Context: an optimization exercise on an open-source flow, tuned for small area, a short achievable clock period and few clock cycles per item. The choices shown serve that exercise and are no tape-out recipe. Function was checked by simulation only, so behaviour that the tests miss may differ from the original. Power figures rest on the tool's default switching activity, not on a simulated workload.

**design/flow/flow/run.sh**
```bash
#!/bin/bash
# The standard layout, with every port buffered by the smallest buffer
# cell instead of the delay buffer buffer_ports picks on its own.
set -euo pipefail
export BUFFER_PORTS_ARGS="-buffer_cell sky130_fd_sc_hd__buf_1"
bash standard.sh finish > standard_flow.log 2>&1
```
**design/flow/standard.sh**
```bash
#!/bin/bash
# synth_recipe.tcl (not shown) runs the flow's synth.tcl, then flattens the netlist and writes it again
# the make line also repeats each setting of config.mk as NAME=value (left out here)
make -C /OpenROAD-flow-scripts/flow DESIGN_CONFIG=/design/flow/config.mk WORK_HOME=/design/flow/orfs CLKGATE_MAP_FILE= SYNTH_SCRIPT=/design/flow/synth_recipe.tcl "${@:-finish}"
```
**design/flow/config.mk**
```make
export PLATFORM = sky130hd
export DESIGN_NAME = xbar_top
export DESIGN_NICKNAME = xbar_top
export VERILOG_FILES = /design/flow/design.v
export SDC_FILE = /design/flow/constraint.sdc
export NUM_CORES = 4
export LEC_CHECK = 0
export CAP_MARGIN = 20
export CORE_AREA = 5 5 425 425
export DIE_AREA = 0 0 430 430
export SETUP_SLACK_MARGIN = 3
export SLEW_MARGIN = 20
```
**design/flow/constraint.sdc**
```tcl
create_clock -name core_clock -period 9.0 [get_ports {clk}]
set_input_delay 1.8000 -clock core_clock [delete_from_list [all_inputs] [get_ports {clk}]]
set_output_delay 1.8000 -clock core_clock [all_outputs]
set_load 0.01 [all_outputs]
```
**design/flow/design.v**
```verilog
`timescale 1ns/1ps
module xbar_top (
  input  logic                                  clk,
  input  logic                                  rst_n,
  input  logic [4*32-1:0]  start_addr_i,
  input  logic [4*32-1:0]  end_addr_i,
  input  logic [2*(4 + 32)-1:0] aw_i,
  input  logic [2-1:0]               aw_valid_i,
  output logic [2-1:0]               aw_ready_o,
  input  logic [2*(32 + (32 / 8))-1:0] w_i,
  input  logic [2-1:0]               w_valid_i,
  output logic [2-1:0]               w_ready_o,
  input  logic [2*(4 + 32)-1:0] ar_i,
  input  logic [2-1:0]               ar_valid_i,
  output logic [2-1:0]               ar_ready_o,
  output logic [2*(4 + 2)-1:0]    b_o,
  output logic [2-1:0]               b_valid_o,
  input  logic [2-1:0]               b_ready_i,
  output logic [2*(4 + 32 + 2)-1:0]    r_o,
  output logic [2-1:0]               r_valid_o,
  input  logic [2-1:0]               r_ready_i,
  output logic [4*((1 + 4) + 32)-1:0] t_aw_o,
  output logic [4-1:0]               t_aw_valid_o,
  input  logic [4-1:0]               t_aw_ready_i,
  output logic [4*(32 + (32 / 8))-1:0] t_w_o,
  output logic [4-1:0]               t_w_valid_o,
  input  logic [4-1:0]               t_w_ready_i,
  output logic [4*((1 + 4) + 32)-1:0] t_ar_o,
  output logic [4-1:0]               t_ar_valid_o,
  input  logic [4-1:0]               t_ar_ready_i,
  input  logic [4*((1 + 4) + 2)-1:0]    t_b_i,
  input  logic [4-1:0]               t_b_valid_i,
  output logic [4-1:0]               t_b_ready_o,
  input  logic [4*((1 + 4) + 32 + 2)-1:0]    t_r_i,
  input  logic [4-1:0]               t_r_valid_i,
  output logic [4-1:0]               t_r_ready_o
);
  localparam int NI = 2;
  localparam int NT = 4;
  localparam int AW = 32;
  localparam int IW = 4;
  localparam int IA = (4 + 32);
  localparam int WB = (32 + (32 / 8));
  localparam int TA = ((1 + 4) + 32);
  localparam int TB = ((1 + 4) + 2);
  localparam int TR = ((1 + 4) + 32 + 2);
  localparam int IB = (4 + 2);
  localparam int IR = (4 + 32 + 2);
  function automatic logic ge(input logic [AW-1:0] x, input logic [AW-1:0] y);
    logic c;
    c = 1'b1;
    for (int j = 0; j < AW; j++)
      c = (x[j] & ~y[j]) | (x[j] & c) | (~y[j] & c);
    ge = c;
  endfunction
  function automatic logic [NT-1:0] decode(
    input logic [AW-1:0]    addr,
    input logic [NT*AW-1:0] lo,
    input logic [NT*AW-1:0] hi
  );
    logic [NT-1:0] in_win;
    logic [NT-1:0] hit;
    for (int k = 0; k < NT; k++)
      in_win[k] = ge(addr, lo[k*AW +: AW]) && ge(hi[k*AW +: AW], addr);
    hit = '0;
    for (int k = 0; k < NT; k++)
      hit[k] = in_win[k] && !(|(in_win & ((1 << k) - 1)));
    decode = hit;
  endfunction
  logic [NT-1:0] aw_hit [NI];
  logic [NT-1:0] ar_hit [NI];
  logic [IA-1:0] aw_sp [NI];
  logic [IA-1:0] ar_sp [NI];
  logic [NI-1:0] aw_sv, ar_sv;
  logic [NI-1:0] aw_miss, ar_miss;
  logic [NI-1:0] aw_load, ar_load;
  logic [NI-1:0] aw_xfer, w_xfer, ar_xfer;    
  for (genvar i = 0; i < NI; i++)
  begin : dec_g
    assign aw_miss[i] = ~|aw_hit[i];
    assign ar_miss[i] = ~|ar_hit[i];
    assign aw_load[i] = aw_valid_i[i] && aw_ready_o[i];
    assign ar_load[i] = ar_valid_i[i] && ar_ready_o[i];
    always_ff @(posedge clk)
    begin
      if (!rst_n)
      begin
        aw_sv[i] <= 1'b0;
        ar_sv[i] <= 1'b0;
      end
      else
      begin
        aw_sv[i] <= aw_load[i] || (aw_sv[i] && !aw_xfer[i]);
        ar_sv[i] <= ar_load[i] || (ar_sv[i] && !ar_xfer[i]);
      end
      if (aw_load[i])
      begin
        aw_hit[i] <= decode(aw_i[i*IA +: AW], start_addr_i, end_addr_i);
        aw_sp[i]  <= aw_i[i*IA +: IA];
      end
      if (ar_load[i])
      begin
        ar_hit[i] <= decode(ar_i[i*IA +: AW], start_addr_i, end_addr_i);
        ar_sp[i]  <= ar_i[i*IA +: IA];
      end
    end
  end
  logic [2:0]    wq0 [NI];
  logic [2:0]    wq1 [NI];
  logic [1:0]    wq_cnt [NI];
  logic [NI-1:0] wq_ne, wq_full;
  logic [2:0]    aw_dest [NI];
  logic [NI-1:0] wq_push, wq_pop;
  logic [NI-1:0] w_ahead;    
  logic [NI-1:0] w_with;     
  logic [NT-1:0] aw_pres [NI];
  logic [NT-1:0] aw_gnt [NI];
  logic [NT-1:0] pend_inc, pend_dec;
  logic [1:0]    pend_cnt [NT];
  logic [NT-1:0] pend_own;
  logic [1:0]    eb_st [NI];    
  logic [IW-1:0] eb_id [NI];
  logic [NI-1:0] er_v;
  logic [IW-1:0] er_id [NI];
  logic [NI-1:0] eb_take, er_take;
  logic [NT-1:0] aw_req [NI];
  logic [NT-1:0] ar_req [NI];
  logic [NT-1:0] aw_sel, ar_sel;       
  logic [NT-1:0] aw_last, ar_last;     
  logic [NT-1:0] aw_lock, ar_lock;     
  for (genvar k = 0; k < NT; k++)
  begin : targ_g
    for (genvar i = 0; i < NI; i++)
    begin : req_g
      assign aw_req[i][k] = aw_sv[i] && aw_hit[i][k] && !wq_full[i] &&
                            (pend_cnt[k] == 2'd0 || pend_own[k] == i);
      assign ar_req[i][k] = ar_sv[i] && ar_hit[i][k];
    end
    assign aw_sel[k] = aw_lock[k] ? aw_last[k] :
                       (aw_req[0][k] && aw_req[1][k]) ? !aw_last[k] : aw_req[1][k];
    assign ar_sel[k] = ar_lock[k] ? ar_last[k] :
                       (ar_req[0][k] && ar_req[1][k]) ? !ar_last[k] : ar_req[1][k];
    assign t_aw_valid_o[k] = aw_sel[k] ? aw_req[1][k] : aw_req[0][k];
    assign t_ar_valid_o[k] = ar_sel[k] ? ar_req[1][k] : ar_req[0][k];
    assign t_aw_o[k*TA +: TA] = {aw_sel[k], aw_sel[k] ? aw_sp[1] : aw_sp[0]};
    assign t_ar_o[k*TA +: TA] = {ar_sel[k], ar_sel[k] ? ar_sp[1] : ar_sp[0]};
    assign t_w_o[k*WB +: WB] = ((pend_cnt[k] != 2'd0) ? pend_own[k] : aw_sel[k]) ?
                               w_i[WB +: WB] : w_i[0 +: WB];
    assign t_w_valid_o[k]    = (w_valid_i[0] && ((wq_ne[0] && wq0[0] == {1'b0, 2'(k)}) ||
                                                 (w_with[0] && aw_pres[0][k]))) ||
                               (w_valid_i[1] && ((wq_ne[1] && wq0[1] == {1'b0, 2'(k)}) ||
                                                 (w_with[1] && aw_pres[1][k])));
    assign pend_inc[k] = (wq_push[0] && aw_gnt[0][k]) || (wq_push[1] && aw_gnt[1][k]);
    assign pend_dec[k] = (wq_pop[0] && wq0[0] == {1'b0, 2'(k)}) ||
                         (wq_pop[1] && wq0[1] == {1'b0, 2'(k)});
    always_ff @(posedge clk)
    begin
      if (!rst_n)
      begin
        aw_lock[k]  <= 1'b0;
        ar_lock[k]  <= 1'b0;
        aw_last[k]  <= 1'b0;
        ar_last[k]  <= 1'b0;
        pend_cnt[k] <= 2'd0;
        pend_own[k] <= 1'b0;
      end
      else
      begin
        aw_lock[k] <= t_aw_valid_o[k] && !t_aw_ready_i[k];
        ar_lock[k] <= t_ar_valid_o[k] && !t_ar_ready_i[k];
        if (t_aw_valid_o[k])
          aw_last[k] <= aw_sel[k];
        if (t_ar_valid_o[k])
          ar_last[k] <= ar_sel[k];
        if (pend_inc[k])
          pend_own[k] <= aw_sel[k];
        pend_cnt[k] <= pend_cnt[k] + 2'(pend_inc[k]) - 2'(pend_dec[k]);
      end
    end
  end
  for (genvar i = 0; i < NI; i++)
  begin : init_g
    logic [NT-1:0] ar_gnt;
    for (genvar k = 0; k < NT; k++)
    begin : gnt_g
      assign aw_pres[i][k] = aw_req[i][k] && (aw_sel[k] == i);
      assign aw_gnt[i][k]  = aw_pres[i][k] && t_aw_ready_i[k];
      assign ar_gnt[k] = ar_req[i][k] && (ar_sel[k] == i) && t_ar_ready_i[k];
    end
    assign aw_xfer[i]    = aw_sv[i] && (aw_miss[i] ? (eb_st[i] == 2'd0 && !wq_full[i]) : |aw_gnt[i]);
    assign ar_xfer[i]    = ar_sv[i] && (ar_miss[i] ? !er_v[i] : |ar_gnt);
    assign aw_ready_o[i] = !aw_sv[i] || aw_xfer[i];
    assign ar_ready_o[i] = !ar_sv[i] || ar_xfer[i];
    assign w_with[i]     = !wq_ne[i] && !w_ahead[i];
    assign w_ready_o[i]  = wq_ne[i] ? (wq0[i][2] || t_w_ready_i[wq0[i][1:0]]) :
                                      (w_with[i] && |(aw_pres[i] & t_w_ready_i));
    assign w_xfer[i]  = w_valid_i[i] && w_ready_o[i];
    assign aw_dest[i] = aw_miss[i] ? 3'b100 :
                        {1'b0, aw_hit[i][3] | aw_hit[i][2], aw_hit[i][3] | aw_hit[i][1]};
    assign wq_ne[i]   = wq_cnt[i] != 2'd0;
    assign wq_push[i] = aw_xfer[i] && !w_ahead[i] && !(w_with[i] && w_xfer[i]);
    assign wq_pop[i]  = w_xfer[i] && wq_ne[i];
    assign wq_full[i] = wq_cnt[i] == 2'd2;
    always_ff @(posedge clk)
    begin
      if (!rst_n)
      begin
        wq_cnt[i] <= 2'd0;
        w_ahead[i] <= 1'b0;
        eb_st[i]  <= 2'd0;
        er_v[i]   <= 1'b0;
      end
      else
      begin
        wq_cnt[i] <= wq_cnt[i] + 2'(wq_push[i]) - 2'(wq_pop[i]);
        if (aw_xfer[i])
          w_ahead[i] <= 1'b0;
        else if (w_xfer[i] && w_with[i])
          w_ahead[i] <= 1'b1;
        case (eb_st[i])
          2'd0: if (aw_xfer[i] && aw_miss[i]) eb_st[i] <= 2'd1;
          2'd1: if (w_xfer[i] && wq0[i][2])   eb_st[i] <= 2'd2;
          2'd2: if (b_ready_i[i] && eb_take[i]) eb_st[i] <= 2'd0;
          default: eb_st[i] <= 2'd0;
        endcase
        if (ar_xfer[i] && ar_miss[i])
          er_v[i] <= 1'b1;
        else if (r_ready_i[i] && er_take[i])
          er_v[i] <= 1'b0;
      end
    end
    always_ff @(posedge clk)
    begin
      if (wq_pop[i])
      begin
        wq0[i] <= (wq_push[i] && wq_cnt[i] == 2'd1) ? aw_dest[i] : wq1[i];
        if (wq_push[i])
          wq1[i] <= aw_dest[i];
      end
      else if (wq_push[i])
      begin
        if (wq_cnt[i] == 2'd0)
          wq0[i] <= aw_dest[i];
        else
          wq1[i] <= aw_dest[i];
      end
      if (aw_xfer[i] && aw_miss[i])
        eb_id[i] <= aw_sp[i][AW +: IW];
      if (ar_xfer[i] && ar_miss[i])
        er_id[i] <= ar_sp[i][AW +: IW];
    end
  end
  logic [NT:0]   b_gnt [NI];
  logic [NT:0]   r_gnt [NI];
  for (genvar i = 0; i < NI; i++)
  begin : resp_g
    logic [NT:0] b_req, r_req, b_pick, r_pick;
    logic [NT:0] b_gnt_q, r_gnt_q;
    logic        b_lock, r_lock;
    for (genvar k = 0; k < NT; k++)
    begin : src_g
      assign b_req[k] = t_b_valid_i[k] && (t_b_i[k*TB + TB - 1] == i);
      assign r_req[k] = t_r_valid_i[k] && (t_r_i[k*TR + TR - 1] == i);
    end
    assign b_req[NT] = (eb_st[i] == 2'd2);
    assign r_req[NT] = er_v[i];
    assign b_pick = b_req & ~(b_req - 1'b1);
    assign r_pick = r_req & ~(r_req - 1'b1);
    assign b_gnt[i] = b_lock ? b_gnt_q : b_pick;
    assign r_gnt[i] = r_lock ? r_gnt_q : r_pick;
    assign b_valid_o[i] = |(b_gnt[i] & b_req);
    assign r_valid_o[i] = |(r_gnt[i] & r_req);
    assign eb_take[i]   = b_gnt[i][NT];
    assign er_take[i]   = r_gnt[i][NT];
    always_comb
    begin
      b_o[i*IB +: IB] = b_gnt[i][NT] ? {eb_id[i], 2'b11} : '0;
      r_o[i*IR +: IR] = r_gnt[i][NT] ? {er_id[i], {32{1'b0}}, 2'b11} : '0;
      for (int k = 0; k < NT; k++)
      begin
        if (b_gnt[i][k])
          b_o[i*IB +: IB] = b_o[i*IB +: IB] | t_b_i[k*TB +: IB];
        if (r_gnt[i][k])
          r_o[i*IR +: IR] = r_o[i*IR +: IR] | t_r_i[k*TR +: IR];
      end
    end
    always_ff @(posedge clk)
    begin
      if (!rst_n)
      begin
        b_lock <= 1'b0;
        r_lock <= 1'b0;
      end
      else
      begin
        b_lock <= b_valid_o[i] && !b_ready_i[i];
        r_lock <= r_valid_o[i] && !r_ready_i[i];
      end
      b_gnt_q <= b_gnt[i];
      r_gnt_q <= r_gnt[i];
    end
  end
  for (genvar k = 0; k < NT; k++)
  begin : tresp_g
    assign t_b_ready_o[k] = (b_gnt[0][k] && b_ready_i[0]) || (b_gnt[1][k] && b_ready_i[1]);
    assign t_r_ready_o[k] = (r_gnt[0][k] && r_ready_i[0]) || (r_gnt[1][k] && r_ready_i[1]);
  end
endmodule
```
==> results of run 1 <==
==> cell usage in the layout (no fill, tap or decap), drive strengths merged, types with 73 or more instances in the layout <==
cell type,netlist,final
edfxtp,188,188
a21oi,180,180
mux2,366,366
o221ai,73,73
o21ai,219,219
nand2b,149,149
maj3,187,187
buf,58,1393
a222oi,122,122
nor2,214,214
diode,0,188
nand2,634,634
inv,329,332
o22ai,212,212
nor2b,173,173
a22oi,134,134
==> state kept, by name, summed over array words and instances, names as in the netlist, 4 cells and up <==
signal and cells:
wq0 6, aw_last 4, ar_lock 4, wq1 6, ar_hit 8, resp_g.r_gnt_q 10, aw_sp 72, resp_g.b_gnt_q 10
pend_cnt 8, eb_id 8, ar_sp 72, eb_st 4, aw_lock 4, aw_hit 8, ar_last 4, er_id 8
wq_cnt 4, pend_own 4
==> critical path, cell delays in order <==
cell                        delay [ns]
sky130_fd_sc_hd__buf_1            0.66
sky130_fd_sc_hd__inv_2            0.38
sky130_fd_sc_hd__nand2_1          0.20
sky130_fd_sc_hd__o211ai_1         0.14
sky130_fd_sc_hd__a2111oi_1        1.07
sky130_fd_sc_hd__o31ai_1          0.48
sky130_fd_sc_hd__a221oi_1         0.43
sky130_fd_sc_hd__maj3_1           0.40
sky130_fd_sc_hd__o21bai_1         0.16
sky130_fd_sc_hd__o211ai_1         0.19
sky130_fd_sc_hd__nand2_1          0.13
sky130_fd_sc_hd__nor4_1           0.30
==> Yosys cell counts (122+ instances only) <==
master | instances | area share
sky130_fd_sc_hd__o21ai_0 | 192 | 0.029
sky130_fd_sc_hd__edfxtp_1 | 188 | 0.17
sky130_fd_sc_hd__maj3_1 | 178 | 0.054
sky130_fd_sc_hd__nand2_1 | 634 | 0.072
sky130_fd_sc_hd__nor2b_1 | 173 | 0.033
sky130_fd_sc_hd__inv_1 | 301 | 0.034
sky130_fd_sc_hd__a22oi_1 | 132 | 0.030
sky130_fd_sc_hd__a21oi_1 | 180 | 0.027
sky130_fd_sc_hd__clkbuf_1 | 224 | 0.026
sky130_fd_sc_hd__mux2_2 | 366 | 0.13
sky130_fd_sc_hd__o22ai_1 | 212 | 0.040
sky130_fd_sc_hd__nor2_1 | 214 | 0.024
sky130_fd_sc_hd__a222oi_1 | 122 | 0.037
sky130_fd_sc_hd__nand2b_1 | 149 | 0.028
==> where the power goes <==
| group | switching (uW) | total [uW] | internal [uW] |
|---|---|---|---|
| Combinational | 1960 | 2790 | 822 |
| Clock | 674 | 1490 | 812 |
| Sequential | 140 | 1500 | 1360 |
==> cell families (layout without fill, tap and decap cells) <==
| logic type | Yosys count | count (layout) | share of synthesized area |
|---|---|---|---|
| compound gates | 1478 | 1478 | 0.325 |
| buf+inv | 629 | 1806 | 0.0734 |
| xor+xnor | 12 | 12 | 0.00319 |
| simple gates | 1373 | 1373 | 0.196 |
| mux | 373 | 373 | 0.128 |
| other cells | 0 | 188 | 0 |
| fa+ha+maj | 199 | 199 | 0.0618 |
| flops | 256 | 256 | 0.213 |
==> worst paths after layout <==
path | start | to | slack [ns]
setup / recovery | aw_i[58] | aw_hit[1][3] | 3.02
hold / removal | resp_g[0].r_gnt_q[2] | resp_g[0].r_gnt_q[2] | 0.50
setup reg to reg | wq_cnt[1][1] | pend_cnt[2][1] | 4.67
hold reg to reg | resp_g[0].r_gnt_q[2] | resp_g[0].r_gnt_q[2] | 0.50
==> metal layers <==
metal | global-route usage | routed length, um | vias up
li1 | - | - | 19100
met1 | 0.397 | 124000 | 23500
met2 | 0.548 | 155000 | 3634
met3 | 0.113 | 38000 | 921
met4 | 0.272 | 31600 | 44
met5 | 0 | 296 | -
==> final cells by class <==
class	instances	area (um^2)
timing repair buffer	1397	5820
tap	2340	2930
multi-input combinational	3435	23700
inverter	345	1290
clock inverter	19	186
clock buffer	45	945
fill	20000	133000
sequential	256	7010
antenna	188	470
==> stage by stage <==
step	std cells	util	instance area, um^2	hold WS, ns
2_1_floorplan	4320	-	32900	0.473
3_3_place_gp	7772	0.232	40700	0.487
3_5_place_dp	7772	0.232	40700	0.476
4_1_cts	7836	0.238	41900	0.501
5_1_grt	7949	0.240	42100	0.525
6_report	8025	0.241	42300	0.503
==> run summary, run 1 <==
- The run finished with no timing, DRC or antenna violations.
- The worst setup slack after layout is 3.02 ns.
- Entering global routing, the biggest net connects 42 pins.
- Synthesis handed over a netlist of 4320 instances.
- The average via count per standard cell is around 5.9.
- The critical path launch point type is an input pin.
- The top achievable clock speed is 167 MHz.
- Measured along the y axis, the die boundary spans between 400 and 500 um.
- The top fanout value on the critical path is 10.
- Post-CTS timing repair inserted 0 buffers for setup.
- The floorplan step defined a die boundary enclosing 185000 um^2.
- The post-synth net total is 5020.
- The power after layout is about 5800 uW.
- The count of final max-slew check failures was 0.
- The HPWL after detailed placement is 293000 um.
- The most instantiated flip-flop cell in the synthesis netlist is sky130_fd_sc_hd__edfxtp_1.
- The overall overflow remaining after global route is 0.
- The worst-case vdd ir drop is 0.000141 V.
- The via count is 47100.
- The sequential area share after synthesis is 0.213.
- For this run, the total global-route usage over all layers was measured as 0.351.
- The minimum setup slack after placement is 2.66 ns.
- The total of warnings raised by yosys is 19.
- The clock sink count is about 260.
- After synthesis the cells add up to 32900 um^2.
- The total count of hold-check failures in the final report is 0.
- The floorplan step defined a core boundary enclosing around 180000 um^2.
- In this run the power density over the cells is 136 nW/um^2.
- The overall routed net length is approximately 350000 um.
- The H-tree was split into 2 levels.
- The initial antenna violation count is 261.
- The clock tree from TritonCTS is done.
- The final antenna-violating net count is 0.
- For the worst flop-to-flop path, the logic depth is 15.
- The type of the setup path with the least slack is in -> reg.
- Clock-pin slew was measured on the worst setup and hold paths at ~0.06 ns.
- At the worst endpoint, the required time is 9.41 ns.
- The count of standard-cell rows is 154.
- The data arrival time of the critical path is 6.38 ns.
- The count of nets after finishing is 6171.
- For the worst-skew pair, the clock arrives at the later sink with an insertion delay of 0.60 ns.
- Routability-driven placement finished with a final weighted congestion of about 1.1.
- The wire length per cell after detailed routing is 43.4 um.
- The portion of the clock cycle consumed by the worst path in the final layout is 0.664.
- The first-iteration detailed-routing DRC count is 7252.
- The clock skew after layout is 0.0301 ns.
- The number of cells upsized or downsized after cts is 0.
- Clock tree synthesis selected as its root buffer the cell sky130_fd_sc_hd__clkbuf_16.
- The fraction of layout cells with a size suffix above 1 is 0.121.
- The number of buffers created by CTS is 36.
- The number of input and output port buffers inserted is 1245.
- For the finished layout, the period the worst path requires is 5.98 ns.
- The worst max-slew margin expressed relative to the limit is 0.181.
- The via count of the first global-routing pass came to 42900.
- The global-route wire length before repair is 438000 um.
- In this run the count of I/O pins placed on the die edge is around 1200.
- In the routed design, unresolved DRC markers number 0.
- The max-cap check violation count is 0.
- The initial utilization of the core area, before any placement, comes to 0.187.
- Setup violations remaining at the end of the flow were counted as 0.
- The number of distinct standard cells referenced by the synthesized netlist is 96.
- The number of buffers inserted for hold repair after clock tree synthesis is 0.
- Setup repair after global routing left no endpoint under its margin.
- The horizontal die dimension is about 430 um.
- The classification of the worst-slack hold path is reg -> reg.
- Counting flops and latches in the post-synthesis netlist gives 256.
- The cell depth of the worst hold path is 2.
- The clock passes through at most 3 buffers.
- Compared with the post-synthesis result, the final layout area differs by 28.6%.
- STA classifies the critical path endpoint as a flip-flop.
- The reported leakage power is 0.0147 uW.
- The average cell area after synthesis is 7.62 um^2.
- The pre-antenna-repair detailed-routing pass consisted of 9 iterations.
- The synthesized design contains 188 enable-type register cells.
- In the final timing run, aggregate negative setup slack is 0 ns.
- For the pin with the worst max-slew slack, the measured transition is 1.23 ns.
- Counting flops with an async set or reset pin after synthesis yields a share of 0.
Testbench counts, summed over its fixed seeds: cycles 2,988, items 6,400.
==> inputs of run 2 (changes only) <==
==> design/flow/flow/run.sh (replaced) <==
#!/bin/bash
# The standard layout with two changes to how it is made:
# - every port is buffered by the smallest buffer cell instead of the delay
#   buffer buffer_ports picks on its own;
# - pins may sit one routing track apart instead of two, so the die can be
#   sized by the cells rather than by the 1246 pins around its edge.
set -euo pipefail
export BUFFER_PORTS_ARGS="-buffer_cell sky130_fd_sc_hd__buf_1"
export PLACE_PINS_ARGS="-min_distance 1 -min_distance_in_tracks"
bash standard.sh finish > standard_flow.log 2>&1
--- a/design/flow/config.mk
+++ b/design/flow/config.mk
@@ -8,4 +8,4 @@
 export CAP_MARGIN = 20
-export CORE_AREA = 5 5 425 425
-export DIE_AREA = 0 0 430 430
+export CORE_AREA = 5 5 275 275
+export DIE_AREA = 0 0 280 280
 export SETUP_SLACK_MARGIN = 3
==> run 2 against run 1 <==
Net effect:
- critical path depth shrank 1
- worst setup slack lost 0.011 ns
- critical path type unchanged
- synthesized area is the same
- sequential cell count is the same
- critical endpoint unchanged
- fmax shrank 0.18%
==> run summary, run 2 <==
- The clock transition at the registers of the reported paths was 0.06 ns (about the same).
- The most common cell after layout, fill and taps aside is sky130_fd_sc_hd__buf_1 (unchanged).
- The worst-case vdd ir drop is 0.000140 V (was 0.000141 V).
- The average cell area after synthesis came to 7.62 um^2 (unchanged).
- The portion of the clock cycle consumed by the worst path in the final layout is 0.665 (was 0.664).
- The average via count per standard cell is 6.98 (was 5.87).
- The fraction of layout cells with a size suffix above 1 came to 0.112 (was 0.121).
- The final HPWL from detailed placement is 164000 um (was 293000 um).
- The aggregate negative setup slack is 0 ns (unchanged).
- The clock skew after layout was 0.0222 ns (was 0.0301 ns).
- The post-synth net total is 5020 (unchanged).
- The reg-to-reg endpoint was pend_cnt[2][1] (unchanged).
- The instance count of the mapped netlist is 4320 (unchanged).
- The most instantiated flip-flop cell in the synthesis netlist is sky130_fd_sc_hd__edfxtp_1 (unchanged).
- The maximum clock path buffer count is 3 (unchanged).
- The minimum setup slack after placement is 2.72 ns (was 2.66 ns).
- The horizontal die dimension came to 280 um (was 430 um).
- The I/O pin count is 1246 (unchanged).
- The launch instance of the worst register-to-register path is wq_cnt[1][1] (unchanged).
- The data required time of the critical path is 9.41 ns (about the same).
- The clock share of power is 0.248 (was 0.257).
- The measured slew at the worst slew-check pin is 1.27 ns (was 1.23 ns).
- The post-placement cell area is 38600 um^2 (was 40700 um^2).
- The routability-driven placement congestion ratio is 1.13 (was 1.09).
- The top fanout value on the critical path is 13 (was 10).
- The total of warnings raised by yosys came to 19 (unchanged).
- The wire length per cell after detailed routing is 31.9 um (was 43.4 um).
- The die outline area is 78400 um^2 (was 185000 um^2).
- Commonest cells in the netlist: 634 x sky130_fd_sc_hd__nand2_1, 366 x sky130_fd_sc_hd__mux2_2, 301 x sky130_fd_sc_hd__inv_1, 224 x sky130_fd_sc_hd__clkbuf_1, 214 x sky130_fd_sc_hd__nor2_1 (unchanged).
- The top achievable clock speed came to 167 MHz (about the same).
- The overall routed net length is 207000 um (was 348000 um).
- The worst max-slew margin expressed relative to the limit is 0.132 (was 0.181).
- The number of flip-flops and latches in the synthesized netlist is 256 (unchanged).
- The number of buffers created by CTS is 29 (was 36).
- The post-synthesis mux area share was 0.128 (unchanged).
- The global-route wire length before repair came to 286000 um (was 438000 um).
- The cell depth of the worst hold path is 2 (unchanged).
- The count of final max-slew check failures came to 0 (unchanged).
- The portion of total power attributed to sequential cells came to 0.282 (was 0.260).
- The maximum number of pins on one net before global-route repair is 41 (was 42).
- The portion of synthesized cell area occupied by the leading cell type is 0.171 (unchanged).
- The sequential area share after synthesis is 0.213 (unchanged).
- Outcome: timing/DRC/antenna clean (unchanged).
- The path depth of the worst reg2reg path is 15 (unchanged).
- The clock sink count is 256 (unchanged).
- The layout-stage area growth over the synthesis result is 21.1% (was 28.6%).
- The count of standard-cell rows is 99 (was 154).
- The total count of hold-check failures in the final report is 0 (unchanged).
- The via count of the first global-routing pass came to 40800 (was 42900).
- The biggest area consumer among synthesized cells is sky130_fd_sc_hd__edfxtp_1 (unchanged).
- The count of flip-flops with a built-in enable after synthesis is 188 (unchanged).
- The reported leakage power is 0.0145 uW (was 0.0147 uW).
- The starting utilization of the core area was 0.454 (was 0.187).
- The initial antenna violation count was 76 (was 261).
- The worst-case register-to-register setup slack is 4.84 ns (was 4.67 ns).
- The count of nets after finishing came to 6120 (was 6171).
- The fraction of the mapped netlist area in adder cells came to 0.0618 (unchanged).
- The number of distinct standard cells referenced by the synthesized netlist is 96 (unchanged).
- Most used cells in the layout excluding fill and tap cells: 1245 x sky130_fd_sc_hd__buf_1, 634 x sky130_fd_sc_hd__nand2_1, 366 x sky130_fd_sc_hd__mux2_2, 301 x sky130_fd_sc_hd__inv_1, 214 x sky130_fd_sc_hd__nor2_1 (was 1242 x sky130_fd_sc_hd__buf_1, 634 x sky130_fd_sc_hd__nand2_1, 366 x sky130_fd_sc_hd__mux2_2, 301 x sky130_fd_sc_hd__inv_1, 214 x sky130_fd_sc_hd__nor2_1).
- The area of the mapped netlist was 32900 um^2 (unchanged).
- The number of setup buffers added after CTS is 0 (unchanged).
- The source of the worst hold timing path is resp_g[1].r_gnt_q[1] (was resp_g[0].r_gnt_q[2]).
- Largest registers: ar_sp x72, aw_sp x72 (unchanged).
- Unrepaired setup endpoints after global routing: false (unchanged).
- Cells taking the most area after synthesis: sky130_fd_sc_hd__edfxtp_1 17%, sky130_fd_sc_hd__mux2_2 13%, sky130_fd_sc_hd__nand2_1 7.2% (unchanged).
- The share of the synthesized area in compound gates (AO/OA/AOI/OAI) is 0.325 (unchanged).
- The type of the setup path with the least slack is in -> reg (unchanged).
- The async set-or-reset flop fraction in the synthesized netlist came to 0 (unchanged).
- The endpoint of the worst hold-timing path is resp_g[1].r_gnt_q[1] (was resp_g[0].r_gnt_q[2]).
- The via count is 45300 (was 47100).
- The worst hold margin is 0.475 ns (was 0.503 ns).
- The clock insertion delay at the later pin of the skew report is 0.59 ns (was 0.60 ns).
- The critical path launch point type is an input pin (unchanged).
- The relative contribution of combinational cells to total power is 0.470 (was 0.482).
- The max-cap check violation count is 0 (unchanged).
- The final core utilization is 0.549 (was 0.241).
- The main combinational cell family by area after synthesis is compound AO/OA/AOI/OAI gates (unchanged).
- The internal power summed over all cells is 2910 uW (was 3000 uW).
- The cell with the most instances after synthesis is sky130_fd_sc_hd__nand2_1 (unchanged).
- The clock tree from TritonCTS was done (unchanged).
- The classification of the worst-slack hold path is reg -> reg (unchanged).
- The total iterations of the first detailed-routing run is 22 (was 9).
- The clock root buffer master was sky130_fd_sc_hd__clkbuf_16 (unchanged).
- The final non-filler cell area is 39900 um^2 (was 42300 um^2).
- The count of unresolved DRC violations after routing is 0 (unchanged).
- The layout filler cell count was 7423 (was 20000).
- The overall overflow remaining after global route is 0 (unchanged).
- The final antenna-violating net count is 0 (unchanged).
- The data arrival time of the critical path is 6.39 ns (was 6.38 ns).
- The maximum level of the CTS H-tree is 1 (was 2).
- The global-route usage over all layers is 0.485 (was 0.351).
- The time the final worst path needs with I/O delays and setup is 5.99 ns (was 5.98 ns).
- The post-synthesis xor/xnor area fraction came to 0.00319 (unchanged).
- The power density over the cells came to 130 nW/um^2 (was 136 nW/um^2).
- The worst setup slack after layout was 3.01 ns (was 3.02 ns).
- The switching power is 2260 uW (was 2780 uW).
- The y dimension of the die is 280 um (was 430 um).
- The first-iteration detailed-routing DRC count is 8072 (was 7252).
- The number of endpoints failing setup at the final stage is 0 (unchanged).
- The number of input and output port buffers inserted came to 1245 (unchanged).
- The core outline area was 72600 um^2 (was 176000 um^2).
- The element type at the critical path end is a flip-flop (unchanged).
- The post-synthesis share of cell area spent on and, or, nand and nor gates is 0.196 (unchanged).
- The fraction of power spent switching nets came to 0.437 (was 0.481).
## run 2: cell counts after synthesis
Identical to the previous run, type by type.
## run 2: cells by family after synthesis
| kind of cell | Yosys count |
|---|---|
| buffers and inverters | 629 |
| multiplexers | 373 |
| AO/OA/AOI/OAI | 1478 |
| flip-flops | 256 |
| AND/OR/NAND/NOR | 1373 |
| XOR/XNOR | 12 |
| adder cells (fa/ha/maj) | 199 |
## run 2: critical path, stage by stage
cell	delay [ns]
sky130_fd_sc_hd__buf_1	0.57
sky130_fd_sc_hd__inv_1	0.34
sky130_fd_sc_hd__maj3_1	0.44
sky130_fd_sc_hd__a2111oi_1	0.94
sky130_fd_sc_hd__o31ai_1	0.37
sky130_fd_sc_hd__a221oi_1	0.95
sky130_fd_sc_hd__maj3_1	0.33
sky130_fd_sc_hd__o21bai_1	0.09
sky130_fd_sc_hd__o211ai_1	0.16
sky130_fd_sc_hd__nand2_1	0.12
sky130_fd_sc_hd__nor4_1	0.26
## run 2: final cells by class
class / instances / area [um^2] / area share
diodes: 84 / 210 / 0.00527
clock buffers: 31 / 733 / 0.0184
clock inverters: 23 / 267 / 0.00668
inverters: 345 / 1290 / 0.0325
multi-input cells: 3435 / 23700 / 0.594
flip-flops and latches: 256 / 7010 / 0.176
well taps: 959 / 1200 / 0.0301
repair buffers: 1353 / 5480 / 0.137
## run 2: how the worst max path moves through the flow
stage	slack (ns)	cells past startpoint	end	from
after global placement	2.50	12	aw_hit[1][3]	aw_i[54]
after global routing	3.13	8	r_o[38]	t_r_i[38]
after CTS	3.20	8	r_o[38]	t_r_i[38]
after detailed placement	2.72	12	aw_hit[1][3]	aw_i[54]
final	3.01	11	aw_hit[1][3]	aw_i[53]
after floorplan	4.22	6	r_o[38]	t_r_i[38]
## run 2: power groups by stage
stage               clock (uW)  combinational [uW]  sequential [uW]
floorplan                    0                1320             1430
global placement             0                2300             1480
detailed placement           0                2300             1480
global route              1330                2510             1470
CTS                       1280                2310             1450
finish                    1280                2430             1460
## run 2: routing by layer
metal / part of all wire / track usage / vias up
li1: - / - / 18800
met1: 0.34 / 0.596 / 21000
met2: 0.41 / 0.698 / 4242
met3: 0.14 / 0.150 / 1143
met4: 0.11 / 0.391 / 18
met5: 0.0018 / 0.0244 / -
## run 2: metrics by stage
step	cells	total power (uW)
after floorplan	4320	2760
after global placement	6347	3780
after detailed placement	6348	3780
after CTS	6402	5050
after global routing	6462	5310
final	6486	5160
## run 2: timing repair
item,CTS,global route
hold buffers,0,0
endpoints found under the setup margin,0,12
resized for setup,0,2
==> inputs of run 3 (changes only) <==
--- a/design/flow/design.v
+++ b/design/flow/design.v
@@ -55,3 +55,3 @@
   endfunction
-  function automatic logic [NT-1:0] decode(
+  function automatic logic [NT-1:0] windows(
     input logic [AW-1:0]    addr,
@@ -61,10 +61,14 @@
     logic [NT-1:0] in_win;
-    logic [NT-1:0] hit;
     for (int k = 0; k < NT; k++)
       in_win[k] = ge(addr, lo[k*AW +: AW]) && ge(hi[k*AW +: AW], addr);
-    hit = '0;
+    windows = in_win;
+  endfunction
+  function automatic logic [NT-1:0] lowest(input logic [NT-1:0] in_win);
+    logic [NT-1:0] hit;
     for (int k = 0; k < NT; k++)
       hit[k] = in_win[k] && !(|(in_win & ((1 << k) - 1)));
-    decode = hit;
+    lowest = hit;
   endfunction
+  logic [NT-1:0] aw_win [NI];
+  logic [NT-1:0] ar_win [NI];
   logic [NT-1:0] aw_hit [NI];
@@ -79,4 +83,6 @@
   begin : dec_g
-    assign aw_miss[i] = ~|aw_hit[i];
-    assign ar_miss[i] = ~|ar_hit[i];
+    assign aw_hit[i]  = lowest(aw_win[i]);
+    assign ar_hit[i]  = lowest(ar_win[i]);
+    assign aw_miss[i] = ~|aw_win[i];
+    assign ar_miss[i] = ~|ar_win[i];
     assign aw_load[i] = aw_valid_i[i] && aw_ready_o[i];
@@ -97,3 +103,3 @@
       begin
-        aw_hit[i] <= decode(aw_i[i*IA +: AW], start_addr_i, end_addr_i);
+        aw_win[i] <= windows(aw_i[i*IA +: AW], start_addr_i, end_addr_i);
         aw_sp[i]  <= aw_i[i*IA +: IA];
@@ -102,3 +108,3 @@
       begin
-        ar_hit[i] <= decode(ar_i[i*IA +: AW], start_addr_i, end_addr_i);
+        ar_win[i] <= windows(ar_i[i*IA +: AW], start_addr_i, end_addr_i);
         ar_sp[i]  <= ar_i[i*IA +: IA];
@@ -256,5 +262,3 @@
   begin : resp_g
-    logic [NT:0] b_req, r_req, b_pick, r_pick;
-    logic [NT:0] b_gnt_q, r_gnt_q;
-    logic        b_lock, r_lock;
+    logic [NT:0] b_req, r_req, b_cand, r_cand, b_pick, r_pick;
     for (genvar k = 0; k < NT; k++)
@@ -266,6 +270,6 @@
     assign r_req[NT] = er_v[i];
-    assign b_pick = b_req & ~(b_req - 1'b1);
-    assign r_pick = r_req & ~(r_req - 1'b1);
-    assign b_gnt[i] = b_lock ? b_gnt_q : b_pick;
-    assign r_gnt[i] = r_lock ? r_gnt_q : r_pick;
+    assign b_cand = b_req & ~(b_gnt[i] & {(NT+1){b_ready_i[i]}});
+    assign r_cand = r_req & ~(r_gnt[i] & {(NT+1){r_ready_i[i]}});
+    assign b_pick = b_cand & ~(b_cand - 1'b1);
+    assign r_pick = r_cand & ~(r_cand - 1'b1);
     assign b_valid_o[i] = |(b_gnt[i] & b_req);
@@ -290,4 +294,4 @@
       begin
-        b_lock <= 1'b0;
-        r_lock <= 1'b0;
+        b_gnt[i] <= '0;
+        r_gnt[i] <= '0;
       end
@@ -295,7 +299,7 @@
       begin
-        b_lock <= b_valid_o[i] && !b_ready_i[i];
-        r_lock <= r_valid_o[i] && !r_ready_i[i];
+        if (!(b_valid_o[i] && !b_ready_i[i]) && |b_cand)
+          b_gnt[i] <= b_pick;
+        if (!(r_valid_o[i] && !r_ready_i[i]) && |r_cand)
+          r_gnt[i] <= r_pick;
       end
-      b_gnt_q <= b_gnt[i];
-      r_gnt_q <= r_gnt[i];
     end
@@ -304,4 +308,4 @@
   begin : tresp_g
-    assign t_b_ready_o[k] = (b_gnt[0][k] && b_ready_i[0]) || (b_gnt[1][k] && b_ready_i[1]);
-    assign t_r_ready_o[k] = (r_gnt[0][k] && r_ready_i[0]) || (r_gnt[1][k] && r_ready_i[1]);
+    assign t_b_ready_o[k] = b_gnt[t_b_i[k*TB + TB - 1]][k] && b_ready_i[t_b_i[k*TB + TB - 1]];
+    assign t_r_ready_o[k] = r_gnt[t_r_i[k*TR + TR - 1]][k] && r_ready_i[t_r_i[k*TR + TR - 1]];
   end
--- a/design/flow/config.mk
+++ b/design/flow/config.mk
@@ -10,3 +10,3 @@
 export DIE_AREA = 0 0 280 280
-export SETUP_SLACK_MARGIN = 3
+export SETUP_SLACK_MARGIN = 3.5
 export SLEW_MARGIN = 20
==> run 3 against run 2 <==
Net effect:
- the flow now stops in 5_1_grt
- synthesized cell count is 3.5% higher
- synthesized area increased by 0.32%
==> run summary, run 3 <==
- Outcome: stopped before the end (was timing/DRC/antenna clean).
- The stage where the flow stopped is 5_1_grt.
- The tool reported: "[ERROR GRT-0116] Global routing finished with congestion. Check the congestion regions in the DRC Viewer".
- The number of buffers created by CTS is 34 (was 29).
- Entering global routing, the biggest net connects 65 pins.
- The clock sink count is 252 (was 256).
- The routability-driven placement congestion ratio is 1.23 (was 1.13).
- The global-route usage over all layers is 0.540.
- The number of distinct standard cells referenced by the synthesized netlist is 82 (was 96).
- The horizontal die dimension is 280 um (unchanged).
- The instance count of the mapped netlist came to 4473 (was 4320).
- The async set-or-reset flop fraction in the synthesized netlist came to 0 (unchanged).
- The number of input and output port buffers inserted is 1245 (unchanged).
- Commonest cells in the netlist: 773 x sky130_fd_sc_hd__nand2_1, 304 x sky130_fd_sc_hd__clkbuf_1, 294 x sky130_fd_sc_hd__mux2_2, 267 x sky130_fd_sc_hd__inv_1, 261 x sky130_fd_sc_hd__o22ai_1 (was 634 x sky130_fd_sc_hd__nand2_1, 366 x sky130_fd_sc_hd__mux2_2, 301 x sky130_fd_sc_hd__inv_1, 224 x sky130_fd_sc_hd__clkbuf_1, 214 x sky130_fd_sc_hd__nor2_1).
- The number of buffers inserted for hold repair after clock tree synthesis is 0 (unchanged).
- The number of flip-flops and latches in the synthesized netlist came to 252 (was 256).
- The clock root buffer master is sky130_fd_sc_hd__clkbuf_16 (unchanged).
- The average cell area after synthesis is 7.38 um^2 (was 7.62 um^2).
- The total of warnings raised by yosys is 21 (was 19).
- The sequential area share after synthesis is 0.210 (was 0.213).
- The count of flip-flops with a built-in enable after synthesis is 188 (unchanged).
- The minimum setup slack after placement is 3.43 ns (was 2.72 ns).
- The post-synth net total is 5173 (was 5020).
- The y dimension of the die is 280 um (unchanged).
- The I/O pin count is 1246 (unchanged).
- The global-route wire length before repair is 314000 um.
- Global routing finished with a remaining overflow of 42.
- The area of the mapped netlist is 33000 um^2 (was 32900 um^2).
- The count of standard-cell rows is 99 (unchanged).
- Cells taking the most area after synthesis: sky130_fd_sc_hd__edfxtp_1 17%, sky130_fd_sc_hd__mux2_2 10%, sky130_fd_sc_hd__nand2_1 8.8% (was sky130_fd_sc_hd__edfxtp_1 17%, sky130_fd_sc_hd__mux2_2 13%, sky130_fd_sc_hd__nand2_1 7.2%).
- The via count of the first global-routing pass was roughly 45000.
- The maximum clock path buffer count is 3 (unchanged).
- The biggest area consumer among synthesized cells is sky130_fd_sc_hd__edfxtp_1 (unchanged).
- The most instantiated flip-flop cell in the synthesis netlist is sky130_fd_sc_hd__edfxtp_1 (unchanged).
- The maximum level of the CTS H-tree is 2 (was 1).
- The portion of synthesized cell area occupied by the leading cell type is 0.171 (about the same).
- The final HPWL from detailed placement came to 171000 um (was 164000 um).
- The cell with the most instances after synthesis is sky130_fd_sc_hd__nand2_1 (unchanged).
- The starting utilization of the core area is 0.455 (was 0.454).
## run 3: cell count changes after synthesis, sizes merged, moves of 54 or more
cell and delta:
inv -62, a21oi +54, a22oi +75, mux2 -72, nand2 +139, nor2b -60
nor2 -74, clkbuf +78
## run 3: cell families after synthesis
kind of cell             synth area share
AO/OA/AOI/OAI                       0.338
AND/OR/NAND/NOR                     0.222
XOR/XNOR                          0.00318
buffers and inverters              0.0751
adder cells (fa/ha/maj)            0.0497
multiplexers                        0.103
flip-flops                          0.210
## run 3: through the flow
step	total power (uW)	hold slack, ns	instances	cell area [um^2]
after floorplan	2740	0.477	4473	33000
after global placement	3750	0.497	6414	38300
after detailed placement	3750	0.511	6415	38300
after CTS	5120	0.519	6479	39500
## run 3: worst min path at each step
stage	endpoint	slack, ns	cells after the start
4_1_cts	er_id[1][2]	0.52	0
3_5_place_dp	ar_last[1]	0.51	2
3_3_place_gp	er_id[1][2]	0.50	0
2_1_floorplan	er_id[0][0]	0.48	0
## run 3: per-layer routing
layer / GRT overflow / track usage
met5: 0 / 0.0476
met2: 27 / 0.724
met1: 0 / 0.636
met4: 15 / 0.427
met3: 0 / 0.283
## run 3: repair_timing
item	CTS
endpoints found under the setup margin	160
pin swaps	1
setup buffers	2
gates resized for setup	10
## run 3: power groups by stage
stage               Clock, uW  Combinational [uW]  Sequential (uW)
global placement            0                2280             1480
CTS                      1370                2290             1460
floorplan                   0                1310             1430
detailed placement          0                2270             1480
Testbench counts of run 3, summed over its fixed seeds: cycles 3,045, items 6,400.
==> inputs of run 4 (changes only) <==
==> design/flow/flow/run.sh (replaced) <==
#!/bin/bash
# The standard layout, with every port buffered by the smallest buffer
# cell instead of the delay buffer buffer_ports picks on its own.
set -euo pipefail
export BUFFER_PORTS_ARGS="-buffer_cell sky130_fd_sc_hd__buf_1"
bash standard.sh finish > standard_flow.log 2>&1
--- a/design/flow/config.mk
+++ b/design/flow/config.mk
@@ -8,4 +8,4 @@
 export CAP_MARGIN = 20
-export CORE_AREA = 5 5 275 275
-export DIE_AREA = 0 0 280 280
+export CORE_AREA = 5 5 425 425
+export DIE_AREA = 0 0 430 430
 export SETUP_SLACK_MARGIN = 3.5
==> run 4 against run 3 <==
Net effect:
- now clean on timing, DRC and antenna
- synthesized cell count is the same
- synthesized area is the same
==> run summary, run 4 <==
- The average cell area after synthesis is 7.38 um^2 (unchanged).
- The global-route usage over all layers is 0.345.
- The final HPWL from detailed placement is 285000 um (was 171000 um).
- Setup repair after global routing left no endpoint under its margin.
- The tool flagged a number of max-cap violations equal to 0.
- Commonest cells in the netlist: 773 x sky130_fd_sc_hd__nand2_1, 304 x sky130_fd_sc_hd__clkbuf_1, 294 x sky130_fd_sc_hd__mux2_2, 267 x sky130_fd_sc_hd__inv_1, 261 x sky130_fd_sc_hd__o22ai_1 (unchanged).
- The die outline area is between 150000 and 200000 um^2.
- The overall routed net length is 342000 um.
- The wire length per cell after detailed routing is 42.2 um.
- The count of standard-cell rows was 154 (was 99).
- The type of the setup path with the least slack is reg -> out.
- The biggest area consumer among synthesized cells is sky130_fd_sc_hd__edfxtp_1 (unchanged).
- The main combinational cell family by area after synthesis is compound AO/OA/AOI/OAI gates (unchanged).
- The classification of the worst-slack hold path is reg -> reg.
- The maximum level of the CTS H-tree is 1 (was 2).
- Summed over all cells, the static leakage comes to 0.0148 uW.
- The layout-stage area growth over the synthesis result is 27.5%.
- The critical path launch point type is a flip-flop.
- The number of flip-flops and latches in the synthesized netlist is 252 (unchanged).
- In the final timing run, aggregate negative setup slack is 0 ns.
- The largest registers in the layout are ar_sp x72, aw_sp x72.
- The post-synthesis share of cell area spent on and, or, nand and nor gates is 0.222 (unchanged).
- The top achievable clock speed is between 150 and 200 MHz.
- The instance count of the mapped netlist was 4473 (unchanged).
- The worst-case vdd ir drop is 0.000118 V.
- The horizontal die dimension was 430 um (was 280 um).
- Of the available clock period, the critical path in the final layout requires 0.597.
- After floorplanning, the core was sized to cover about 180000 um^2.
- The average via count per standard cell is 5.86.
- The multi-input gate area in the final layout is roughly 24000 um^2.
- In this run the worst path has a maximum fanout of 36.
- Cells taking the most area after synthesis: sky130_fd_sc_hd__edfxtp_1 17%, sky130_fd_sc_hd__mux2_2 10%, sky130_fd_sc_hd__nand2_1 8.8% (unchanged).
- The maximum number of pins on one net before global-route repair is 65.
- The number of distinct standard cells referenced by the synthesized netlist is 82 (unchanged).
- The maximum clock path buffer count is 3 (unchanged).
- The share of the synthesized area in compound gates (AO/OA/AOI/OAI) is 0.338 (unchanged).
- The total of warnings raised by yosys is 21 (unchanged).
- The post-synthesis xor/xnor area fraction is 0.00318 (unchanged).
- The top cell types in the final layout, fill and taps aside, are 1229 x sky130_fd_sc_hd__buf_1, 772 x sky130_fd_sc_hd__nand2_1, 294 x sky130_fd_sc_hd__mux2_2, 263 x sky130_fd_sc_hd__inv_1, 261 x sky130_fd_sc_hd__o22ai_1.
- For flop-to-flop paths, the worst setup slack is 5.10 ns.
- The number of buffers inserted for hold repair after clock tree synthesis came to 0 (unchanged).
- The global-route wire length before repair is 432000 um.
- In this run, the number of DRC markers left after iteration 0 of detailed routing was 7490.
- The startpoint identified for the worst register-to-register timing path is aw_win[1][0].
- The first TritonRoute pass finished after 11 iterations.
- The final antenna-violating net count is 0.
- The post-synthesis mux area share is 0.103 (unchanged).
- The count of unresolved DRC violations after routing is 0.
- The count of final max-slew check failures came to 0.
- The y dimension of the die is 430 um (was 280 um).
- The endpoint of the worst hold-timing path is r_gnt[0][2].
- The most instantiated flip-flop cell in the synthesis netlist is sky130_fd_sc_hd__edfxtp_1 (unchanged).
- The clock tree from TritonCTS is done.
- After routing the design area is ~42000 um^2.
- The layout filler cell count is ~20000.
- The number of buffers created by CTS came to 31 (was 34).
- Dividing total power by cell area gives a power density of 131 nW/um^2.
- The fraction of the mapped netlist area in adder cells came to 0.0497 (unchanged).
- The clock root buffer master is sky130_fd_sc_hd__clkbuf_16 (unchanged).
- The area of the mapped netlist came to 33000 um^2 (unchanged).
- The clock reaches the later pin of the worst-skew pair after 0.61 ns.
- At the worst endpoint, the required time is slightly above 7 ns.
- The number of endpoints failing setup at the final stage is 0.
- The number of input and output port buffers inserted is 1245 (unchanged).
- The post-synth net total was 5173 (unchanged).
- The portion of synthesized cell area occupied by the leading cell type is 0.171 (unchanged).
- The initial antenna violation count came to 296.
- The via count is 47500.
- The clock skew after layout is between 0.02 and 0.03 ns.
- The element type at the critical path end is an output port.
- The via count of the first global-routing pass was 43400.
- Outcome: timing/DRC/antenna clean (was stopped before the end).
- In this run the tightest slew margin relative to its limit is 0.153.
- Clock-pin slew was measured on the worst setup and hold paths at 0.06 ns.
- The time the final worst path needs with I/O delays and setup is 5.37 ns.
- The worst hold path begins at r_gnt[0][2].
- The fraction of layout cells with a size suffix above 1 is 0.103.
- The sequential area share after synthesis came to 0.210 (unchanged).
- The count of flip-flops with a built-in enable after synthesis is 188 (unchanged).
- The path depth of the worst reg2reg path is 16.
- The cell depth of the worst hold path is 2.
- The async set-or-reset flop fraction in the synthesized netlist is 0 (unchanged).
- The final core utilization is 0.240.
- The flip-flop and latch area is 6940 um^2.
- The I/O pin count is 1246 (unchanged).
- After global routing the overflow that remains totals 0.
- The starting utilization of the core area is 0.188 (was 0.455).
- In this run the critical register-to-register path is captured at pend_cnt[3][1].
- The measured slew at the worst slew-check pin is 1.27 ns.
- The clock sink count is 252 (unchanged).
- The library cell used most frequently in the layout, excluding fill and tap cells, is sky130_fd_sc_hd__buf_1.
- The total count of hold-check failures in the final report came to 0.
- The cell with the most instances after synthesis is sky130_fd_sc_hd__nand2_1 (unchanged).
- The post-placement cell area is 40400 um^2 (was 38300 um^2).
- The data arrival time of the critical path is about 3.6 ns.
- The routability-driven placement congestion ratio is 1.07 (was 1.23).
- The count of nets after finishing is about 6200.
## run 4: cell counts after synthesis
No cell type changed its count.
## run 4: how the worst max path moves through the flow
stage / startpoint / end / slack, ns
finish: pend_cnt[0][1] / t_w_o[28] / 3.63
global route: aw_win[1][0] / t_aw_o[113] / 3.50
CTS: pend_cnt[1][1] / t_w_o[51] / 3.51
detailed placement: aw_win[0][0] / t_w_o[51] / 3.04
global placement: aw_i[53] / aw_win[1][3] / 3.02
floorplan: t_aw_ready_i[2] / aw_sp[0][0] / 4.24
## run 4: power breakdown
part	total [uW]	internal (uW)	switching, uW
clock network	1370	777	594
registers	1500	1350	145
logic	2640	787	1850
## run 4: metal layers
metal	part of all wire	track usage
met2	0.44	0.530
met1	0.37	0.405
met3	0.12	0.125
met4	0.075	0.223
met5	0.0012	0
## run 4: logic make-up after synthesis
| logic type | after synthesis |
|---|---|
| buf+inv | 651 |
| fa+ha+maj | 161 |
| compound gates | 1560 |
| simple gates | 1538 |
| xor+xnor | 12 |
| mux | 299 |
| flops | 252 |
## run 4: per-stage QoR
step / setup slack [ns] / cells / hold WS [ns] / total power, uW
after floorplan: 4.24 / 4473 / 0.477 / 2740
after global placement: 3.02 / 7835 / 0.496 / 4050
after detailed placement: 3.04 / 7836 / 0.509 / 4050
after CTS: 3.51 / 7898 / 0.524 / 5450
after global routing: 3.50 / 8012 / 0.559 / 5670
final: 3.63 / 8095 / 0.521 / 5500
## run 4: final cells by class
class                      instances  area share
clock buffer                      34      0.0187
clock inverter                    23     0.00621
tap                             2340      0.0696
inverter                         304      0.0272
multi-input combinational       3571       0.566
timing repair buffer            1375       0.136
antenna                          196      0.0117
sequential                       252       0.165
## run 4: repair_timing
| action | CTS | global route |
|---|---|---|
| setup endpoints to repair | 119 | 69 |
| buffers inserted | 4 | 0 |
| pin swaps | 2 | 1 |
| resized for setup | 11 | 7 |
| gates cloned | 1 | 0 |
## run 4: worst max-delay path, stage by stage (launching register included)
cell and delay (ns):
sky130_fd_sc_hd__dfxtp_1 0.33, sky130_fd_sc_hd__o21ai_0 0.42, sky130_fd_sc_hd__nand4_1 0.29, sky130_fd_sc_hd__or2_2 0.37
sky130_fd_sc_hd__nor2b_1 0.16, sky130_fd_sc_hd__mux2i_4 0.18, sky130_fd_sc_hd__inv_2 0.07, sky130_fd_sc_hd__a21boi_4 0.15
sky130_fd_sc_hd__buf_6 0.39, sky130_fd_sc_hd__mux2_2 0.42, sky130_fd_sc_hd__buf_1 0.14
==> inputs of run 5 (changes only) <==
--- a/design/flow/config.mk
+++ b/design/flow/config.mk
@@ -10,3 +10,3 @@
 export DIE_AREA = 0 0 430 430
-export SETUP_SLACK_MARGIN = 3.5
+export SETUP_SLACK_MARGIN = 4
 export SLEW_MARGIN = 20
==> run 5 against run 4 <==
Net effect:
- wire length grew 1.1%
- worst setup slack gained 0.24 ns
- synthesized area is the same
- die area is the same
- critical endpoint is now aw_win[0][1]
- cell count is essentially flat
==> run summary, run 5 <==
- The starting utilization of the core area is 0.188 (unchanged).
- The cell with the most instances after synthesis is sky130_fd_sc_hd__nand2_1 (unchanged).
- The data required time of the critical path came to 9.36 ns (was 7.20 ns).
- The time the final worst path needs with I/O delays and setup is 5.14 ns (was 5.37 ns).
- The routing usage on met3 is 0.128 (was 0.125).
- Largest registers: ar_sp x72, aw_sp x72 (unchanged).
- The routability-driven placement congestion ratio is 1.07 (unchanged).
- Unrepaired setup endpoints after global routing: true (was false).
- The I/O pin count is 1246 (unchanged).
- The biggest cell delay along the critical path is 0.82 ns (was 0.42 ns).
- The via count of the first global-routing pass is 43500 (was 43400).
- The sequential area share after synthesis was 0.210 (unchanged).
- The layout-stage area growth over the synthesis result is 29.1% (was 27.5%).
- The global-route wire length before repair is 436000 um (was 432000 um).
- Critical-path cell list: buf_1, clkinv_1, maj3_1, maj3_1, a211oi_1, o21ai_0, o2111a_1, a211oi_1, nor2_1, o211a_1 (was o21ai_0, nand4_1, or2_2, nor2b_1, mux2i_4, inv_2, a21boi_4, buf_6, mux2_2, buf_1).
- The biggest area consumer among synthesized cells is sky130_fd_sc_hd__edfxtp_1 (unchanged).
- The data arrival time of the critical path was 5.50 ns (was 3.57 ns).
- The wire length per cell after detailed routing is 42.7 um (was 42.2 um).
- The clock sink count came to 252 (unchanged).
- The count of flip-flops with a built-in enable after synthesis was 188 (unchanged).
- The average cell area after synthesis is 7.38 um^2 (unchanged).
- The number of buffers created by CTS came to 31 (unchanged).
- The first-iteration detailed-routing DRC count was 7216 (was 7490).
- The most instantiated flip-flop cell in the synthesis netlist is sky130_fd_sc_hd__edfxtp_1 (unchanged).
- The total iterations of the first detailed-routing run is 10 (was 11).
- The overall overflow remaining after global route came to 0 (unchanged).
- The post-placement cell area is 40400 um^2 (unchanged).
- The area of the mapped netlist came to 33000 um^2 (unchanged).
- The clock transition at the registers of the reported paths is 0.07 ns (was 0.06 ns).
- Outcome: timing/DRC/antenna clean (unchanged).
- The maximum number of pins on one net before global-route repair was 65 (unchanged).
- The top achievable clock speed was 195 MHz (was 186 MHz).
- The worst hold margin is 0.523 ns (was 0.521 ns).
- The count of final max-slew check failures came to 0 (unchanged).
- The total count of hold-check failures in the final report was 0 (unchanged).
- The met2 track demand over resource is 0.539 (was 0.530).
- The maximum clock path buffer count is 3 (unchanged).
- The number of input and output port buffers inserted is 1245 (unchanged).
- The number of buffers inserted for hold repair after clock tree synthesis is 0 (unchanged).
- The number of flip-flops and latches in the synthesized netlist is 252 (unchanged).
- The aggregate negative setup slack came to 0 ns (unchanged).
- The reported leakage power was 0.0151 uW (was 0.0148 uW).
- The type of the setup path with the least slack was in -> reg (was reg -> out).
- The portion of synthesized cell area occupied by the leading cell type was 0.171 (unchanged).
- The instance count of the mapped netlist is 4473 (unchanged).
- The layout filler cell count is 20000 (about the same).
- The count of nets after finishing is 6259 (was 6235).
- The horizontal die dimension is 430 um (unchanged).
- The clock tree from TritonCTS is done (unchanged).
- The worst-case vdd ir drop is 0.000119 V (was 0.000118 V).
- The total of warnings raised by yosys is 21 (unchanged).
- The worst max-slew margin expressed relative to the limit is 0.117 (was 0.153).
- The clock root buffer master is sky130_fd_sc_hd__clkbuf_16 (unchanged).
- The critical path launch point type is an input pin (was flip-flop).
- The final HPWL from detailed placement is 285000 um (unchanged).
- The master of the slowest instance on the critical path was sky130_fd_sc_hd__a211oi_1 (was sky130_fd_sc_hd__o21ai_0).
- The async set-or-reset flop fraction in the synthesized netlist is 0 (unchanged).
- The initial antenna violation count is 287 (was 296).
- The portion of the clock cycle consumed by the worst path in the final layout came to 0.571 (was 0.597).
- The number of endpoints failing setup at the final stage is 0 (unchanged).
- The number of distinct standard cells referenced by the synthesized netlist is 82 (unchanged).
- The most common cell after layout, fill and taps aside is sky130_fd_sc_hd__buf_1 (unchanged).
- The post-synth net total came to 5173 (unchanged).
- The clock skew after layout is 0.0195 ns (was 0.0257 ns).
- The count of unresolved DRC violations after routing came to 0 (unchanged).
- Most used cells in the layout excluding fill and tap cells: 1222 x sky130_fd_sc_hd__buf_1, 772 x sky130_fd_sc_hd__nand2_1, 294 x sky130_fd_sc_hd__mux2_2, 263 x sky130_fd_sc_hd__inv_1, 261 x sky130_fd_sc_hd__o22ai_1 (was 1229 x sky130_fd_sc_hd__buf_1, 772 x sky130_fd_sc_hd__nand2_1, 294 x sky130_fd_sc_hd__mux2_2, 263 x sky130_fd_sc_hd__inv_1, 261 x sky130_fd_sc_hd__o22ai_1).
- The busiest layer in global routing is met2 (unchanged).
- The top fanout value on the critical path is 9 (was 36).
- The count of standard-cell rows is 154 (unchanged).
- The classification of the worst-slack hold path is reg -> reg (unchanged).
- The maximum level of the CTS H-tree was 1 (unchanged).
- Commonest cells in the netlist: 773 x sky130_fd_sc_hd__nand2_1, 304 x sky130_fd_sc_hd__clkbuf_1, 294 x sky130_fd_sc_hd__mux2_2, 267 x sky130_fd_sc_hd__inv_1, 261 x sky130_fd_sc_hd__o22ai_1 (unchanged).
- The y dimension of the die is 430 um (unchanged).
- The via count is 47800 (was 47500).
- The clock insertion delay at the later pin of the skew report is 0.62 ns (was 0.61 ns).
- The global-route usage over all layers came to 0.348 (was 0.345).
- The element type at the critical path end was a flip-flop (was output port).
- The max-cap check violation count is 0 (unchanged).
- Cells taking the most area after synthesis: sky130_fd_sc_hd__edfxtp_1 17%, sky130_fd_sc_hd__mux2_2 10%, sky130_fd_sc_hd__nand2_1 8.8% (unchanged).
- The global-route track usage on met1 is 0.408 (was 0.405).
- The core outline area is 176000 um^2 (unchanged).
- The average via count per standard cell is 5.90 (was 5.86).
- The measured slew at the worst slew-check pin was 1.33 ns (was 1.27 ns).
- The power density over the cells came to 131 nW/um^2 (about the same).
- The overall routed net length is 346000 um (was 342000 um).
- The final non-filler cell area is 42600 um^2 (was 42100 um^2).
- The die outline area is 185000 um^2 (unchanged).
- The final antenna-violating net count is 0 (unchanged).
- The fraction of layout cells with a size suffix above 1 is 0.111 (was 0.103).
==> run 5: what timing repair did <==
| action | CTS | global route |
|---|---|---|
| resized for setup | 56 | 30 |
| pin swaps | 5 | 6 |
| setup endpoints to repair | 379 | 167 |
| cloned | 7 | 1 |
| setup buffers | 16 | 5 |
==> run 5: routing by layer <==
metal | wire, um | up-vias
met2 | 151000 | 3596
met3 | 40300 | 859
met1 | 128000 | 23800
met5 | 578 | -
li1 | - | 19500
met4 | 25800 | 60
==> run 5: worst paths after layout <==
| kind | to | start | cells after the start | slack, ns |
|---|---|---|---|---|
| worst min register to register | r_gnt[0][2] | r_gnt[0][2] | 2 | 0.52 |
| worst min-delay path | r_gnt[0][2] | r_gnt[0][2] | 2 | 0.52 |
| worst max-delay path | aw_win[0][1] | aw_i[2] | 10 | 3.86 |
| worst max register to register | aw_sp[0][5] | wq_cnt[1][1] | 8 | 5.19 |
==> run 5: logic make-up (layout without fill, tap and decap cells) <==
| family | Yosys count | in the layout | share of synthesized area |
|---|---|---|---|
| AO/OA/AOI/OAI | 1560 | 1561 | 0.338 |
| AND/OR/NAND/NOR | 1538 | 1538 | 0.222 |
| buffers and inverters | 651 | 1760 | 0.0751 |
| multiplexers | 299 | 299 | 0.103 |
| flip-flops | 252 | 252 | 0.210 |
| adder cells (fa/ha/maj) | 161 | 161 | 0.0497 |
| XOR/XNOR | 12 | 12 | 0.00318 |
| other | 0 | 175 | 0 |
==> run 5: stage by stage <==
step	total power, uW	utilization	setup slack, ns	cells
after floorplan	2740	-	4.24	4473
after global placement	4050	0.230	3.02	7835
after detailed placement	4050	0.230	3.04	7836
after CTS	5500	0.239	4.00	7916
after global routing	5730	0.242	3.97	8034
final	5580	0.243	3.86	8098
==> run 5: critical path, delay by kind of cell <==
kind / cells / cell delay [ns]
AND/OR/NAND/NOR: 1 / 0.09
buffers and inverters: 2 / 0.93
adder cells (fa/ha/maj): 2 / 0.87
AO/OA/AOI/OAI: 5 / 1.80
==> run 5: where the power goes <==
group	switching (uW)	internal, uW	leakage [uW]
clock network	602	776	0.000515
registers	146	1350	0.00232
logic	1880	827	0.0123
total	2620	2960	0.0151
==> run 5: layout make-up <==
| class | instances | area [um^2] | share of cell area |
|---|---|---|---|
| flip-flops and latches | 252 | 6940 | 0.163 |
| clock buffers | 34 | 787 | 0.0185 |
| inverters | 304 | 1150 | 0.0270 |
| well taps | 2340 | 2930 | 0.0687 |
| repair buffers | 1399 | 6220 | 0.146 |
| diodes | 175 | 438 | 0.0103 |
| multi-input cells | 3571 | 23900 | 0.561 |
| clock inverters | 23 | 262 | 0.00613 |

## port drivers added, routing unchanged
In the flow no input, the clock included, has a driving cell. The finished layouts below were timed again as built, in two steps. Step 1 assumes that a clkbuf_16 drives the clock port and a buf_2 every other input. Step 2 also shifts input and output timing later by t, the mid clock arrival at the registers, as if the neighbouring blocks saw the same clock. Three values: no drivers, after step 1, after step 2; two values: the first two.
run	shift t [ns]	slack for setup (ns)	slew at the worst register clock pin (ns)	worst data-port slew with drivers (ns)
run 1	0.652	3.023 / 3.038 / 2.395	0.07 / 0.07	0.48
run 2	0.642	3.012 / 3.040 / 2.398	0.08 / 0.08	0.27
run 4	0.661	3.626 / 3.566 / 2.968	0.08 / 0.08	0.43
run 5	0.667	3.865 / 3.868 / 3.201	0.08 / 0.08	0.38
After both steps setup and hold are still met in every run listed. For run 5, which loses most, drivers alone change the setup slack by +0.003 ns; drivers and shift together by -0.664 ns.
